Source: an optimization exercise on an open RTL-to-GDS flow (aim: small area and a short achievable clock period). Production flows keep margins and buffers that such runs may drop.
In this exercise RTL edits were held to simulation tests only and were not proved equivalent to the original.

nickel:
## awgn_gen
module awgn_gen (
	input  wire logic clk,
	input  wire logic rst_n,
	input  wire logic run,
	input  wire logic [snr_pkg::snr_width-1:0] snr_db,
	input  wire logic snr_load,
	output logic signed [awgn_pkg::sample_width-1:0] awgn_out,
	output logic signed [awgn_pkg::quant_width-1:0] awgn_out_quant,
	output logic signed [snr_pkg::noise_width-1:0] noise_out,
	output logic sample_valid,
	output logic snr_err
);
	logic step;
	logic stepped;
	logic [snr_pkg::snr_width-1:0] snr_idx;
	logic [awgn_pkg::num_sources-1:0] fa, fac;
	awgn_ctrl awgn_ctrl_i (
		.clk          (clk),
		.rst_n        (rst_n),
		.run          (run),
		.snr_db       (snr_db),
		.snr_load     (snr_load),
		.step         (step),
		.stepped      (stepped),
		.snr_idx      (snr_idx),
		.sample_valid (sample_valid),
		.snr_err      (snr_err)
	);
	uniform_bank uniform_bank_i (
		.clk   (clk),
		.rst_n (rst_n),
		.step  (step),
		.fa    (fa),
		.fac   (fac)
	);
	clt_sum clt_sum_i (
		.clk      (clk),
		.rst_n    (rst_n),
		.fa       (fa),
		.fac      (fac),
		.stepped  (stepped),
		.sum_word (awgn_out)
	);
	noise_scale noise_scale_i (
		.clk     (clk),
		.rst_n   (rst_n),
		.sum_word(awgn_out),
		.snr_idx (snr_idx),
		.quant   (awgn_out_quant),
		.noise   (noise_out)
	);
endmodule
Size: roughly 89 flip-flops, about 57 I/O pins, ~0.0079 mm2 of cells after synthesis.
Settings: LEC_CHECK=0, ABC_CLOCK_PERIOD_IN_PS=2000, CAP_MARGIN=20, CORE_MARGIN=2, CORE_UTILIZATION=60, SETUP_SLACK_MARGIN=4.5, SLEW_MARGIN=20, SYNTH_MEMORY_MAX_BITS=16384; clock period 7.5 ns.
standard.sh (not shown) runs the stock make flow with config.mk's settings and CLKGATE_MAP_FILE= SYNTH_SCRIPT=/design/flow/synth_recipe.tcl, a recipe that flattens the netlist after the stock synthesis.
==> flow/flow/run.sh <==
#!/bin/bash
# Standard layout, with the port buffers made from buf_2 cells instead of
# the default pick (a slow delay buffer). Each tool's output goes to a log here.
set -euo pipefail
export BUFFER_PORTS_ARGS="-buffer_cell sky130_fd_sc_hd__buf_2"
bash standard.sh > standard_make.log 2>&1
Input changes introduced in sierra (baseline for comparison: nickel):
Settings: CORE_UTILIZATION: 60 -> 40; SETUP_SLACK_MARGIN: 4.5 -> 4.6.
==> flow/run.sh (new file) <==
#!/bin/bash
# synth_recipe.tcl (not shown) runs the flow's synth.tcl, then flattens the netlist and writes it again
# the make line also repeats each setting of config.mk as NAME=value (left out here)
make -C /OpenROAD-flow-scripts/flow DESIGN_CONFIG=/design/flow/config.mk WORK_HOME=/design/flow/orfs CLKGATE_MAP_FILE= SYNTH_SCRIPT=/design/flow/synth_recipe.tcl finish
removed: flow/flow/run.sh
removed: flow/standard.sh
--- outcome ---
Diff nickel -> sierra: signed area change from the synthesized netlist to the final layout went up; worst hold slack went up; final wirelength went up; final period utilization went down.
Looking at cell with the biggest individual delay on the critical path, the sky130_fd_sc_hd__clkdlybuf4s50_1 result is from sierra; the sky130_fd_sc_hd__fa_1 one comes from nickel.
--- input diff sierra..raven ---
Settings: SETUP_SLACK_MARGIN now 4.8, was 4.6; CORE_UTILIZATION now 60, was 40.
[summary]
When the final numbers for sierra and raven were put side by side, the pin slew with the least headroom to its limit turned out to be greater in sierra.
Of the two values seen for end of the critical path, awgn_out[4] was produced by sierra and clt_sum_i.sum_word[31] by raven.
raven: fraction of area in clock buffers and inverters is 0.58 points lower than what sierra reported.
Every stage of the flow completed for raven, and the final layout passed the timing, DRC and antenna checks.
sierra → raven: weighted congestion at the end of routability-driven global placement now sits higher, remaining max-slew budget at the tightest pin now sits higher.
Input changes introduced in yarrow (baseline for comparison: raven):
==> flow/flow/run.sh (new file) <==
#!/bin/bash
# Standard layout, with the port buffers made from buf_2 cells instead of
# the default pick (a slow delay buffer). Each tool's output goes to a log here.
set -euo pipefail
export BUFFER_PORTS_ARGS="-buffer_cell sky130_fd_sc_hd__buf_2"
export RECOVER_POWER=100
bash standard.sh > standard_make.log 2>&1
==> flow/standard.sh (new file) <==
#!/bin/bash
# synth_recipe.tcl (not shown) runs the flow's synth.tcl, then flattens the netlist and writes it again
# the make line also repeats each setting of config.mk as NAME=value (left out here)
make -C /OpenROAD-flow-scripts/flow DESIGN_CONFIG=/design/flow/config.mk WORK_HOME=/design/flow/orfs CLKGATE_MAP_FILE= SYNTH_SCRIPT=/design/flow/synth_recipe.tcl "${@:-finish}"
removed: flow/run.sh
Findings:
yarrow: flow complete, layout not clean; failing: max-capacitance violations, max-slew violations
Compared to raven, yarrow has layout net count 2.5% lower.
Comparing the two runs side by side, yarrow comes out behind raven on worst setup slack.
Post-route cell area, yarrow and raven: larger value in raven
Setup fix buffers added after clock tree synthesis in yarrow is 23 lower than in raven
On layout overhead on the synthesized area: between yarrow and raven, it ends up lower for yarrow.
Against raven as the reference, yarrow delivers a lower number of vias in the routed layout.
Re fraction of standard cell area that is sequential: yarrow is 1.3 points up on raven.
In terms of final HPWL from detailed placement, raven and yarrow differ only marginally.
Lower shortest clock period the worst path allows after layout among yarrow and raven: raven
For willow, these inputs were changed with respect to yarrow:
Settings: SETUP_SLACK_MARGIN now 5.0, was 4.8.
diff --git a/flow/flow/run.sh b/flow/flow/run.sh
--- a/flow/flow/run.sh
+++ b/flow/flow/run.sh
@@ -4,4 +4,3 @@
 set -euo pipefail
 export BUFFER_PORTS_ARGS="-buffer_cell sky130_fd_sc_hd__buf_2"
-export RECOVER_POWER=100
 bash standard.sh > standard_make.log 2>&1
Notes after the runs:
willow went all the way through synthesis, placement and routing and the layout is clean on timing, DRC and antenna.
[compare] base=yarrow new=willow: total nets after synthesis flat, area overhead of the layout relative to synthesis up 14 points, worst hold margin up 0.0064 ns.
Register-to-register slack was higher in willow than in yarrow.
Delta(non-clock buffer count, willow - yarrow) > 0
When willow is measured against yarrow, its wire length per cell after detailed routing turns out about 5% higher.
Compared to yarrow, willow leaves less free space in the core.

========
Another version of the RTL of awgn_gen (not shown whole).
Size: about 89 flip-flops, ~57 I/O pins, about 7600 um^2 of cells after synthesis.
export LEC_CHECK = 0
export ABC_CLOCK_PERIOD_IN_PS = 2000
export CAP_MARGIN = 20
export CORE_MARGIN = 2
export CORE_UTILIZATION = 60
export SETUP_SLACK_MARGIN = 4.8
export SLEW_MARGIN = 20
export SYNTH_MEMORY_MAX_BITS = 16384
create_clock -name core_clock -period 7.5 [get_ports {clk}]
==> flow/flow/run.sh <==
#!/bin/bash
# Standard layout, with the port buffers made from buf_2 cells instead of
# the default pick (a slow delay buffer). Each tool's output goes to a log here.
set -euo pipefail
export BUFFER_PORTS_ARGS="-buffer_cell sky130_fd_sc_hd__buf_2"
bash standard.sh > standard_make.log 2>&1
The first run finished with timing, DRC and antenna clean.
Edit:
Settings changed: ABC_CLOCK_PERIOD_IN_PS 2000 to unset, CORE_UTILIZATION 60 to 72.
The new run finished with timing, DRC and antenna clean.
Clock-buffer cell count decreases by 2.
Critical path depth stays the same.
Worst setup slack is worse by 81 ps.
Design area decreases slightly.
Routed wire length increases by a few percent.
Global-route usage increases by 5.1 points.
Clock skew increases by 9.1 ps.
Synthesized area stays the same.

========
build 30:
Another version of the RTL of awgn_gen (not shown whole).
For scale: roughly 57 I/O pins.
Settings: LEC_CHECK=0, CAP_MARGIN=20, CORE_MARGIN=2, CORE_UTILIZATION=60, CTS_BUF_LIST=sky130_fd_sc_hd__clkbuf_4 sky130_fd_sc_hd__clkbuf_8, CTS_CLUSTER_SIZE=30, SETUP_SLACK_MARGIN=4.8, SLEW_MARGIN=20, SYNTH_MEMORY_MAX_BITS=16384; clock period 7.5 ns.
==> flow/flow/run.sh <==
#!/bin/bash
# Standard synthesis, then the combinational logic is mapped again by ABC
# with a delay target. The registers and tie cells are kept as they are (same
# instances, names and cells); the run checks that and falls back to the
# standard netlist otherwise. Then the standard layout from floorplan on,
# with buf_1 port buffers. Each tool's output goes to a log here.
set -euo pipefail
here=$(pwd)
export BUFFER_PORTS_ARGS="-buffer_cell sky130_fd_sc_hd__buf_1"
YOSYS=${FLOW_HOME}/../tools/install/yosys/bin/yosys
PLAT=${FLOW_HOME}/platforms/${FLOW_PLATFORM}
LIB=${PLAT}/lib/sky130_fd_sc_hd__tt_025C_1v80.lib
RES=${here}/orfs/results/${FLOW_PLATFORM}/awgn_gen/base

bash standard.sh synth > standard_synth.log 2>&1

cp "${RES}/1_2_yosys.v" "${here}/synth_standard.v"
DONT_USE=$(sed -n '/DONT_USE_CELLS += /,/^$/p' "${PLAT}/config.mk" | tr -d '\\' | tr ' ' '\n' | grep '^sky130' | sed 's/^/-dont_use /' | tr '\n' ' ')
printf 'set_driving_cell sky130_fd_sc_hd__buf_1\nset_load 5\n' > "${here}/remap.constr"

# 1. flatten the combinational cells into logic, keep registers and tie cells
#    as instances, and map the logic again
cat > "${here}/remap.ys" <<EOY
read_liberty -ignore_miss_func ${LIB}
read_verilog ${here}/synth_standard.v
hierarchy -top ${FLOW_TOP}
setattr -mod -set keep_hierarchy 1 sky130_fd_sc_hd__*df* sky130_fd_sc_hd__conb_1
flatten
select ${FLOW_TOP}
rename -hide w:*.*
select -clear
opt -purge
abc -script ${here}/flow/remap.abc -liberty ${LIB} ${DONT_USE} -constr ${here}/remap.constr -D 1400
opt_clean -purge
select ${FLOW_TOP}
write_verilog -noattr -nohex -nodec -selected ${here}/synth_remap_raw.v
EOY
"${YOSYS}" -s "${here}/remap.ys" > remap_yosys.log 2>&1

# 2. connect output ports straight to their drivers again
python3 "${here}/flow/fix_aliases.py" "${here}/synth_remap_raw.v" "${here}/synth_remap_fixed.v" > fix_aliases.log 2>&1

# 3. tie cells and pass-through buffers as the standard synthesis makes them
cat > "${here}/remap2.ys" <<EOY
read_liberty -lib ${LIB}
read_verilog ${here}/synth_remap_fixed.v
hierarchy -check -top ${FLOW_TOP}
hilomap -singleton -hicell sky130_fd_sc_hd__conb_1 HI -locell sky130_fd_sc_hd__conb_1 LO
splitnets
opt_clean -purge
insbuf -buf sky130_fd_sc_hd__buf_4 A X
opt_clean -purge
write_verilog -noattr -nohex -nodec ${here}/synth_remapped.v
EOY
"${YOSYS}" -s "${here}/remap2.ys" > remap2_yosys.log 2>&1

# the registers must be the standard synthesis's, instance for instance
grep -E '^\s+sky130_fd_sc_hd__\S*df\S* ' "${here}/synth_standard.v" | sort > flops_standard.txt
grep -E '^\s+sky130_fd_sc_hd__\S*df\S* ' "${here}/synth_remapped.v" | sort > flops_remapped.txt
if [[ -s flops_standard.txt ]] && cmp -s flops_standard.txt flops_remapped.txt && ! grep -q '^\s*assign ' "${here}/synth_remapped.v"; then
	cp "${here}/synth_remapped.v" "${RES}/1_2_yosys.v"
	rm -f "${RES}/1_synth.odb" "${RES}/1_synth.sdc"
	echo "using the remapped netlist" >> remap_yosys.log
else
	echo "remap changed the registers or left assigns; using the standard netlist" >> remap_yosys.log
fi

bash standard.sh > standard_make.log 2>&1
Other scripts of this flow, unchanged in this note and not shown: flow/flow/fix_aliases.py, flow/flow/remap.abc
Build 30 | status: complete | timing, DRC, antenna: pass
Input-level comparison between build 38 and build 30:
--- a/flow/config.mk
+++ b/flow/config.mk
@@ -10,4 +10,5 @@
 export CORE_UTILIZATION = 60
-export CTS_BUF_LIST = sky130_fd_sc_hd__clkbuf_4 sky130_fd_sc_hd__clkbuf_8
-export CTS_CLUSTER_SIZE = 30
+export CTS_BUF_LIST = sky130_fd_sc_hd__clkbuf_8 sky130_fd_sc_hd__clkbuf_16
+export CTS_CLUSTER_DIAMETER = 100
+export CTS_CLUSTER_SIZE = 50
 export SETUP_SLACK_MARGIN = 4.8
## What came out
Any difference in footprint of the flip-flops and latches between build 38 and build 30 is small enough to ignore.
Build 38 vs build 30, global-route track usage on met2 went up by 0.55 points.
noise_scale_i.quant[5] as the launch point of the critical path was reported by build 30, and run by build 38.
Changes observed in build 38 relative to build 30: first-pass GRT wire length held; total wire length went up 110 um; synthesized net count held.
The inputs of build 96 differ from those of build 38 as listed below.
--- a/flow/config.mk
+++ b/flow/config.mk
@@ -10,6 +10,5 @@
 export CORE_UTILIZATION = 60
-export CTS_BUF_LIST = sky130_fd_sc_hd__clkbuf_8 sky130_fd_sc_hd__clkbuf_16
-export CTS_CLUSTER_DIAMETER = 100
-export CTS_CLUSTER_SIZE = 50
-export SETUP_SLACK_MARGIN = 4.8
+export CTS_BUF_LIST = sky130_fd_sc_hd__clkbuf_4 sky130_fd_sc_hd__clkbuf_8
+export CTS_CLUSTER_SIZE = 30
+export SETUP_SLACK_MARGIN = 5.0
 export SLEW_MARGIN = 20
Notes after the runs:
Build 96 | status: complete | timing, DRC, antenna: pass. For build 96, the worst setup path endpoint was awgn_out[20], unlike build 38, where it was uniform_bank_i.z[6]. Diff build 38 and build 96: wire length higher in build 96. For the setup slack, build 96 came in 0.18 ns higher than build 38 did. Measured against each other, build 38 and build 96 differ in sum of buffers and inverters on the critical path, the lower figure coming from build 96. Post-synth design cell area came out exactly the same in build 38 and build 96.
--- input diff build 96..build 8 ---
--- a/flow/config.mk
+++ b/flow/config.mk
@@ -9,6 +9,6 @@
 export CORE_MARGIN = 2
-export CORE_UTILIZATION = 60
+export CORE_UTILIZATION = 50
 export CTS_BUF_LIST = sky130_fd_sc_hd__clkbuf_4 sky130_fd_sc_hd__clkbuf_8
 export CTS_CLUSTER_SIZE = 30
-export SETUP_SLACK_MARGIN = 5.0
+export SETUP_SLACK_MARGIN = 4.9
 export SLEW_MARGIN = 20
- Between build 8 and build 96, it is build 8 whose worst max-slew margin expressed relative to the limit is higher, by 1.6 points.
- Re placement-stage cell area: build 96 was lower than build 8.
- Taking build 96 as the reference, in build 8 final instance area fell by about 4%; global router's overall resource usage fell by 5.9 points; routed wire length fell by about 2%.
- Build 96 vs build 8, highest-delay cell along the critical path: dfrtp_2 vs dfrtp_1
- Build 96 has lower peak per-stage delay on the critical path than build 8.
- Looking at area of the core, build 8 sits 21% higher than build 96 does.
> inputs changed (build 8 -> build 42)
--- a/flow/flow/run.sh
+++ b/flow/flow/run.sh
@@ -8,3 +8,3 @@
 here=$(pwd)
-export BUFFER_PORTS_ARGS="-buffer_cell sky130_fd_sc_hd__buf_1"
+export BUFFER_PORTS_ARGS="-buffer_cell sky130_fd_sc_hd__buf_2"
 YOSYS=${FLOW_HOME}/../tools/install/yosys/bin/yosys
--- a/flow/config.mk
+++ b/flow/config.mk
@@ -9,3 +9,3 @@
 export CORE_MARGIN = 2
-export CORE_UTILIZATION = 50
+export CORE_UTILIZATION = 60
 export CTS_BUF_LIST = sky130_fd_sc_hd__clkbuf_4 sky130_fd_sc_hd__clkbuf_8
--- outcome ---
Having completed the whole flow, build 42 delivered a layout that passed the timing, DRC and antenna checks. Compared build 42 vs build 8, and weighted congestion reported at the end of routability-driven placement is up in build 42. Diff build 8 -> build 42: met1 track demand over resource went up; sum of routed wire length over all layers went down; residual overflow from global routing did not really move; number of buffers inserted by hold repair at cts did not really move. Changes observed in build 42 relative to build 8: utilization went up, flip-flop and latch area did not really move.

==> static timing again, ports no longer ideal <==
How much do the figures lean on ideal ports? The routed layouts below were timed once more, with nothing changed but the port constraints.
Step 1: set_driving_cell puts a clkbuf_16 on clk and a buf_2 on each other input, an assumption about the parent block.
Step 2, shift: input delay + t, output delay - t, t = (earliest + latest rising clock arrival at the registers) / 2. This alone moves slack from input paths to output paths.
Three values: ideal, step 1, step 2; two values: the first two.
run	shift t [ns]	setup WS [ns]	worst setup path at the end	clock arrival spread, ns	pins driven straight from the clock port
nickel	0.388	4.597 / 4.597 / 4.597	register to register	0.009 / 0.009	1
sierra	0.390	4.644 / 4.604 / 4.436	input to register	0.011 / 0.011	1
raven	0.397	4.813 / 4.789 / 4.547	input to register	0.010 / 0.010	1
yarrow	0.393	3.763 / 3.763 / 3.763	register to register	0.012 / 0.011	1
willow	0.397	4.866 / 4.850 / 4.836	input to register	0.009 / 0.009	1
the first run of note 2	0.397	4.704 / 4.704 / 4.704	register to register	0.008 / 0.007	1
the second run of note 2	0.408	4.623 / 4.600 / 4.623	register to register	0.016 / 0.017	1
build 30	0.424	4.861 / 4.825 / 4.611	input to register	0.010 / 0.009	1
build 38	0.388	4.833 / 4.843 / 4.455	input to register	0.009 / 0.010	1
build 96	0.424	5.014 / 4.979 / 4.812	input to register	0.012 / 0.012	1
build 8	0.409	4.951 / 4.916 / 4.691	input to register	0.013 / 0.012	1
build 42	0.410	4.949 / 4.913 / 4.697	input to register	0.019 / 0.019	1
For build 38, which loses most, drivers alone change the setup slack by +0.010 ns; drivers and shift together by -0.378 ns.
